This is an optimization exercise on Yosys and OpenROAD, whose aim is small area, a short achievable clock period and few clock cycles per item, not a production implementation. RTL that was checked went through simulation tests only; none was proved equivalent to the original. Power and IR drop assume default switching activity.

run A:
Design ex_muldiv_unit, start of the top module:
module ex_muldiv_unit (
   input  logic        clk,
   input  logic        resetN,
   input  logic        startIn,
   input  logic [2:0]  func3,
   input  logic [31:0] reg1Value,
   input  logic [31:0] reg2Value,
   input  logic [4:0]  rd,
   input  logic        killIn,
   input  logic        stallIn,
   output logic        busyOut,
   output logic        doneOut,
   output logic [31:0] resultOut,
   output logic [4:0]  rdOut
);
clock: 6.0 ns
lec_check: 0
abc_area: 1
cap_margin: 0
core_margin: 2
core_utilization: 40
gpl_timing_driven: 1
place_density: 0.6
setup_slack_margin: 1.8
slew_margin: 0
standard.sh (not shown) runs the stock make flow with config.mk's settings and CLKGATE_MAP_FILE= SYNTH_SCRIPT=/design/flow/synth_recipe.tcl, a recipe that flattens the netlist after the stock synthesis.
==> flow/flow/run.sh <==
#!/bin/bash
# The standard layout, with buf_2 cells as the port buffers in place of the
# default pick. Make's full output goes to flow_make.log here; each ORFS step
# keeps its own log under orfs/logs.
set -euo pipefail
bash standard.sh 'BUFFER_PORTS_ARGS=-buffer_cell sky130_fd_sc_hd__buf_2' finish > flow_make.log 2>&1
In summary, run A completed successfully, with a layout that passed the timing, DRC and antenna checks.
> inputs changed (run A -> run B)
- a change of SETUP_SLACK_MARGIN from 1.8 to 1.95
### Flow results
- Run B: PASS, flow complete, no timing, DRC or antenna violations
- Run A reached the final stage; the timing, DRC and antenna checks on its layout passed.
- Max routed via count divided by cell count across run A and run B: run B
- Number of buffers outside the clock class in the layout (higher): run B
- Between run A and run B, the initial detailed-routing violation count figures differ only marginally.
- Diff run B..run A | clock-buffer cell count | unchanged
- The run with more routed wire is run B, not run A.
- Diff run A and run B: relative area change from synthesis to final layout lower in run A
- Taking run A as the reference, in run B final critical-path required period fell 0.095 ns; met3 wire length went up by 0.83%.
diff inputs: run B => run C
- swapping 1.95 for 1.6 in SETUP_SLACK_MARGIN
### Flow results
Compared to run B, run C has final hold slack 0.0042 ns higher. Detail-routed net length per standard cell in run C is 0.30 um lower than in run B. Result for run C and run B: all clean. As far as worst slack at placement goes, run B and run C are indistinguishable; the numbers are identical. Re post-route minimum period: run C and run B aren't equal, and the higher value belongs to run C. Run C packs its core looser than run B.
No functional check of the RTL was part of any run of this note.

========
ex_muldiv_unit, a different RTL version from the one above (not shown whole).
Size in the first run: about 3000 cells after synthesis.
make LEC_CHECK=0 CAP_MARGIN=20 CORE_MARGIN=2 CORE_UTILIZATION=40 GPL_TIMING_DRIVEN=0 PLACE_DENSITY=0.6 SETUP_SLACK_MARGIN=2.2 SLEW_MARGIN=20 finish   # period 6.0 ns
run.sh (not shown) runs the stock make flow with config.mk's settings and CLKGATE_MAP_FILE= SYNTH_SCRIPT=/design/flow/synth_recipe.tcl, a recipe that flattens the netlist after the stock synthesis.
Stock flow here: none of the scripts above is used.
Rerun with:
GPL_TIMING_DRIVEN = 1   (was 0)
Outcome: Via count falls by 1.2%; maximum frequency came out higher by 2.4%; total power falls by 6.8%; wire length fell by 2.3%; global-route usage went down by 0.66 points; non-clock buffer count came out lower by 67; die area is unchanged; register-to-register slack is better by 110 ps.
Rerun with:
GPL_TIMING_DRIVEN = 0   (was 1)
SETUP_SLACK_MARGIN = 1.5   (was 2.2)
Effect: Worst hold slack gets worse by 82 ps; critical path depth falls by 5; synthesized cell count stays the same; routed wire length falls slightly; design area falls by roughly a tenth.
No functional check of the RTL was part of any run of this note.

========
Setup of v9:
The RTL this note starts from:
==> flow/design.v <==
module ex_muldiv_unit (
   input  logic        clk,
   input  logic        resetN,
   input  logic        startIn,
   input  logic [2:0]  func3,
   input  logic [31:0] reg1Value,
   input  logic [31:0] reg2Value,
   input  logic [4:0]  rd,
   input  logic        killIn,
   input  logic        stallIn,
   output logic        busyOut,
   output logic        doneOut,
   output logic [31:0] resultOut,
   output logic [4:0]  rdOut
);
   localparam logic [2:0] S_MUL = 3'd0, S_DIV = 3'd1, S_FIX = 3'd2, S_DPREP = 3'd3, S_MOVE = 3'd4;
   logic [2:0]  state;
   logic [2:0]  op;
   logic [32:0] M;       
   logic [33:0] B;       
   logic        sb;      
   logic [63:0] acc;     
   logic [1:0]  adj;     
   logic [4:0]  cnt;     
   logic [5:0]  bsel;    
   logic        negq, negr;
   assign resultOut = acc[31:0];
   function automatic logic [32:0] neg33(input logic [32:0] x);
      neg33[0] = x[0];
      for (int i = 1; i < 33; i++)
         neg33[i] = x[i] ^ (|(x & ((33'd1 << i) - 33'd1)));
   endfunction
   function automatic logic [4:0] tpos(input logic [31:0] x);
      logic [31:0] v;
      logic [4:0]  q [32];
      for (int i = 0; i < 32; i++) begin v[i] = x[i]; q[i] = 5'd0; end
      for (int l = 0; l < 5; l++)
         for (int g = 0; g < (16 >> l); g++) begin
            q[g] = v[2*g+1] ? (q[2*g+1] | 5'(1 << l)) : q[2*g];
            v[g] = v[2*g+1] | v[2*g];
         end
      tpos = q[0];
   endfunction
   function automatic logic [31:0] lowmask(input logic [31:0] x);
      logic [31:0] m;
      m = x;
      for (int k = 1; k < 32; k = k * 2) m = m | (m >> k);
      lowmask = m;
   endfunction
   function automatic logic [16:0] digflags(input logic [32:0] x);
      logic [34:0] w;
      w = {x[32], x, 1'b0};
      digflags = '0;
      for (int i = 1; i < 17; i++)
         digflags[i] = (w[2*i +: 3] != 3'b000) && (w[2*i +: 3] != 3'b111);
   endfunction
   function automatic logic [8:0] pairmask(input logic [32:0] x);
      logic [17:0] f;
      logic [8:0]  pf, pm;
      f = {1'b0, digflags(x)};
      f[0] = 1'b1;
      for (int p = 0; p < 9; p++) pf[p] = f[2*p] | f[2*p+1];
      pm = pf;
      for (int k = 1; k < 9; k = k * 2) pm = pm | (pm >> k);
      pairmask = pm;
   endfunction
   function automatic logic [4:0] onehotwin(input logic [32:0] x, input logic [8:0] oh);
      logic [36:0] w;
      w = {{3{x[32]}}, x, 1'b0};
      onehotwin = '0;
      for (int p = 0; p < 9; p++)
         if (oh[p]) onehotwin = onehotwin | w[4*p +: 5];
   endfunction
   function automatic logic [3:0] ohenc(input logic [8:0] oh);
      ohenc = '0;
      for (int p = 0; p < 9; p++)
         if (oh[p]) ohenc = ohenc | 4'(p);
   endfunction
   function automatic logic [4:0] pairwin(input logic [32:0] x, input logic [3:0] p);
      logic [36:0] w;
      w = {{3{x[32]}}, x, 1'b0};
      pairwin = w[{p, 2'b00} +: 5];
   endfunction
   function automatic logic [5:0] bdec(input logic [4:0] w);
      logic [2:0] lo, hi;
      lo = w[2:0];
      hi = w[4:2];
      bdec = {hi[2] & ~(hi[1] & hi[0]), (hi == 3'b011) || (hi == 3'b100), hi[1] ^ hi[0],
              lo[2] & ~(lo[1] & lo[0]), (lo == 3'b011) || (lo == 3'b100), lo[1] ^ lo[0]};
   endfunction
   logic        s1, s2, sgn1, sgn2;
   logic [32:0] a_ext, b_ext, na;
   logic [8:0]  m1, m2, o1, o2;
   logic        swap;
   logic [3:0]  pStart;
   logic [32:0] mLoad, bLoad;
   logic [31:0] aDiv, bDiv;
   logic [4:0]  posA, posB;
   logic        divLt;
   logic        early, bz, ovf;
   logic [31:0] earlyVal;
   always_comb begin
      s1 = (func3 != 3'd3) && (func3 != 3'd5) && (func3 != 3'd7);
      s2 = (func3 == 3'd0) || (func3 == 3'd1) || (func3 == 3'd4) || (func3 == 3'd6);
      sgn1 = s1 & reg1Value[31];
      sgn2 = s2 & reg2Value[31];
      a_ext = {sgn1, reg1Value};
      b_ext = {sgn2, reg2Value};
      na = neg33(a_ext);
      m1 = pairmask(a_ext);
      o1 = m1 & ~(m1 >> 1);
      m2 = pairmask(b_ext);
      o2 = m2 & ~(m2 >> 1);
      swap = |(m2 & ~m1);
      pStart = swap ? ohenc(o1) : ohenc(o2);
      aDiv  = sgn1 ? {~reg1Value[30:0], 1'b1} : reg1Value;
      bDiv  = sgn2 ? ~reg2Value : reg2Value;
      divLt = |(lowmask(bDiv) & ~lowmask(aDiv));
      posA  = tpos(aDiv);
      posB  = tpos(bDiv);
      if (func3[2]) begin
         mLoad = sgn1 ? na : a_ext;
         bLoad = b_ext;
      end else begin
         mLoad = swap ? b_ext : a_ext;
         bLoad = swap ? a_ext : b_ext;
      end
      bz    = reg2Value == '0;
      ovf   = !func3[0] && reg2Value == '1 && reg1Value == 32'h8000_0000;
      early = func3[2] && (bz || ovf || divLt);
      earlyVal[30:0] = func3[2] ? (func3[1] ? reg1Value[30:0] : {31{bz}}) : 31'd0;
      earlyVal[31]   = func3[2] && (func3[1] ? (reg1Value[31] && !ovf) : (bz || ovf));
   end
   logic        nLo, tLo, oLo, nHi, tHi, oHi;
   logic [34:0] ppLo, ppHi;
   logic [38:0] lowSum;
   logic [26:0] up, upInc, upDec, upNext;
   logic [63:0] mulNext;
   logic [33:0] diff;
   logic        ge;
   logic [31:0] remNext, quoNext;
   logic [32:0] negOut;
   always_comb begin
      {nHi, tHi, oHi, nLo, tLo, oLo} = bsel;
      ppLo    = (({35{tLo}} & {M[32], M, 1'b0}) | ({35{oLo}} & {{2{M[32]}}, M})) ^ {35{nLo}};
      ppHi    = (({35{tHi}} & {M[32], M, 1'b0}) | ({35{oHi}} & {{2{M[32]}}, M})) ^ {35{nHi}};
      lowSum  = {2'b00, acc[32:0], 1'b0, nHi, 1'b0, nLo}
              + {{2{ppHi[34]}}, ppHi, 2'b00} + {{4{ppLo[34]}}, ppLo};
      up      = acc[63:37];
      for (int i = 0; i < 27; i++) begin
         upInc[i] = up[i] ^ (&(up | ~((27'd1 << i) - 27'd1)));
         upDec[i] = up[i] ^ ~(|(up & ((27'd1 << i) - 27'd1)));
      end
      upNext  = (adj == 2'b01) ? upInc : (adj == 2'b11) ? upDec : up;
      mulNext = {upNext[22:0], acc[36:33], lowSum[36:0]};
      diff    = {2'b00, M[31:0]} + B + {33'd0, ~sb};
      ge      = !diff[33];
      remNext = ge ? diff[31:0] : M[31:0];
      quoNext = {acc[30:0], ge};
      negOut  = neg33({1'b0, acc[31:0]});
   end
   always_ff @(posedge clk) begin
      if (!resetN) begin
         busyOut <= 1'b0;
         doneOut <= 1'b0;
      end else if (killIn) begin
         busyOut <= 1'b0;
         doneOut <= 1'b0;
      end else if (!busyOut && !doneOut) begin
         if (startIn) begin
            op    <= func3;
            rdOut <= rd;
            M     <= mLoad;
            B     <= {bLoad[32], bLoad};
            sb    <= sgn2;
            acc   <= {32'd0, earlyVal};
            adj   <= 2'b00;
            negq  <= sgn1 ^ sgn2;
            negr  <= sgn1;
            cnt   <= func3[2] ? posA : {1'b0, pStart};
            bsel  <= func3[2] ? {1'b0, posB} :
                     swap ? bdec(onehotwin(a_ext, o1)) : bdec(onehotwin(b_ext, o2));
            if (early) begin
               doneOut <= 1'b1;
            end else begin
               busyOut <= 1'b1;
               state   <= func3[2] ? S_DPREP : S_MUL;
            end
         end
      end else if (doneOut) begin
         if (!stallIn) doneOut <= 1'b0;
      end else begin
         case (state)
            S_MUL: begin
               acc  <= mulNext;
               adj  <= lowSum[38:37];
               cnt  <= cnt - 5'd1;
               bsel <= bdec(pairwin(B, cnt[3:0] - 4'd1));
               if (cnt == 5'd0) begin
                  if (op[1:0] == 2'd0) begin
                     busyOut <= 1'b0;
                     doneOut <= 1'b1;
                  end else begin
                     state <= S_MOVE;
                  end
               end
            end
            S_DIV: begin
               M[31:0]   <= remNext;
               acc[31:0] <= quoNext;
               B         <= {B[33], B[33:1]};
               cnt       <= cnt - 5'd1;
               if (cnt == 5'd0) begin
                  if (op[1]) acc[31:0] <= remNext;
                  if (op[1] ? negr : negq) begin
                     state <= S_FIX;
                  end else begin
                     busyOut <= 1'b0;
                     doneOut <= 1'b1;
                  end
               end
            end
            S_DPREP: begin
               B     <= (B << (cnt - bsel[4:0])) ^ {34{~sb}};
               cnt   <= cnt - bsel[4:0];
               state <= S_DIV;
            end
            S_MOVE: begin
               busyOut   <= 1'b0;
               doneOut   <= 1'b1;
               acc[31:0] <= {upNext, acc[36:32]};
            end
            default: begin  
               busyOut   <= 1'b0;
               doneOut   <= 1'b1;
               acc[31:0] <= negOut[31:0];
            end
         endcase
      end
   end
endmodule
==> flow/config.mk <==
export PLATFORM = sky130hd
export DESIGN_NAME = ex_muldiv_unit
export DESIGN_NICKNAME = ex_muldiv_unit
export VERILOG_FILES = /design/flow/design.v
export SDC_FILE = /design/flow/constraint.sdc
export NUM_CORES = 4
export LEC_CHECK = 0
export ABC_AREA = 1
export CAP_MARGIN = 0
export CORE_MARGIN = 2
export CORE_UTILIZATION = 30
export GPL_TIMING_DRIVEN = 1
export PLACE_DENSITY = 0.6
export SETUP_SLACK_MARGIN = 1.8
export SLEW_MARGIN = 0
==> flow/constraint.sdc <==
create_clock -name core_clock -period 6.0 [get_ports {clk}]
set_input_delay 1.2000 -clock core_clock [delete_from_list [all_inputs] [get_ports {clk}]]
set_output_delay 1.2000 -clock core_clock [all_outputs]
set_load 0.01 [all_outputs]
standard.sh (not shown) runs the stock make flow with config.mk's settings and CLKGATE_MAP_FILE= SYNTH_SCRIPT=/design/flow/synth_recipe.tcl, a recipe that flattens the netlist after the stock synthesis.
Scripts as last shown in full above: flow/flow/run.sh
Testbench counts of v9, summed over its fixed seeds: cycles 21,081, items 3,200.
## Diff of input files: v50 against v9
Settings: CORE_UTILIZATION now 40, was 30.
[summary]
- Looking at highest routing layer actually used, the met4 result is from v50; the met5 one comes from v9.
- For signal arrival time at the worst endpoint, v9 and v50 come out practically identical.
- v50: number of nets at the end of the flow is about 0.47% lower than what v9 reported.
- The final reports for v50 and v9 show area growth from synthesis to final layout lower in the former.
- Per the comparison of v50 with v9, worst hold slack across all endpoints grew by 0.0093 ns, remaining max-slew budget at the tightest pin roughly the same, share of total power in the clock network higher.
Edits applied to the flow inputs when going from v50 to v54:
Settings: putting CTS_BUF_LIST at sky130_fd_sc_hd__clkbuf_8 where nothing was set.
Findings:
- According to the power report, total power for v54 is lower than for v50.
- Compared with v50, in v54 sequential share of layout area roughly the same; met1 global-route usage climbed 0.78 points.
- Of the two values seen for highest routed metal layer, met5 was produced by v54 and met4 by v50.

-- afterwards: timing with drivers on the ports --
Ports are ideal in the flow. The routed layouts listed here were re-timed in OpenROAD. Step 1 (the two cells are an assumption about what drives the block):
set clk [get_ports {clk}]
set_driving_cell -lib_cell sky130_fd_sc_hd__clkbuf_16 $clk
set_driving_cell -lib_cell sky130_fd_sc_hd__buf_2 [delete_from_list [all_inputs] $clk]
Step 2 adds t to the input delays and takes it off the output delays; t is the mean of the earliest and latest rising clock arrival at the registers after step 1. Input paths then give back, and output paths get back, about the clock's delay inside the block. Three values: ideal, step 1, step 2; two values: the first two.
| run | shift t [ns] | setup WS [ns] | worst register clock-pin slew, ns |
|---|---|---|---|
| run A | 0.561 | 1.832 / 1.832 / 1.374 | 0.09 / 0.09 |
| run B | 0.566 | 1.927 / 1.927 / 1.481 | 0.09 / 0.09 |
| run C | 0.559 | 1.577 / 1.577 / 1.187 | 0.10 / 0.10 |
| the first run of note 2 | 0.524 | 1.519 / 1.519 / 1.267 | 0.08 / 0.08 |
| the second run of note 2 | 0.562 | 1.624 / 1.624 / 1.279 | 0.08 / 0.08 |
| the third run of note 2 | 0.522 | 1.378 / 1.400 / 0.877 | 0.08 / 0.08 |
| v9 | 0.538 | 1.772 / 1.790 / 1.253 | 0.08 / 0.08 |
| v50 | 0.557 | 1.765 / 1.803 / 1.246 | 0.08 / 0.08 |
| v54 | 0.645 | 1.847 / 1.859 / 1.242 | 0.12 / 0.12 |
After both steps every run listed still meets setup and hold. The setup slack of v54, which loses most, moves by +0.012 ns with the drivers and by -0.605 ns with both steps.
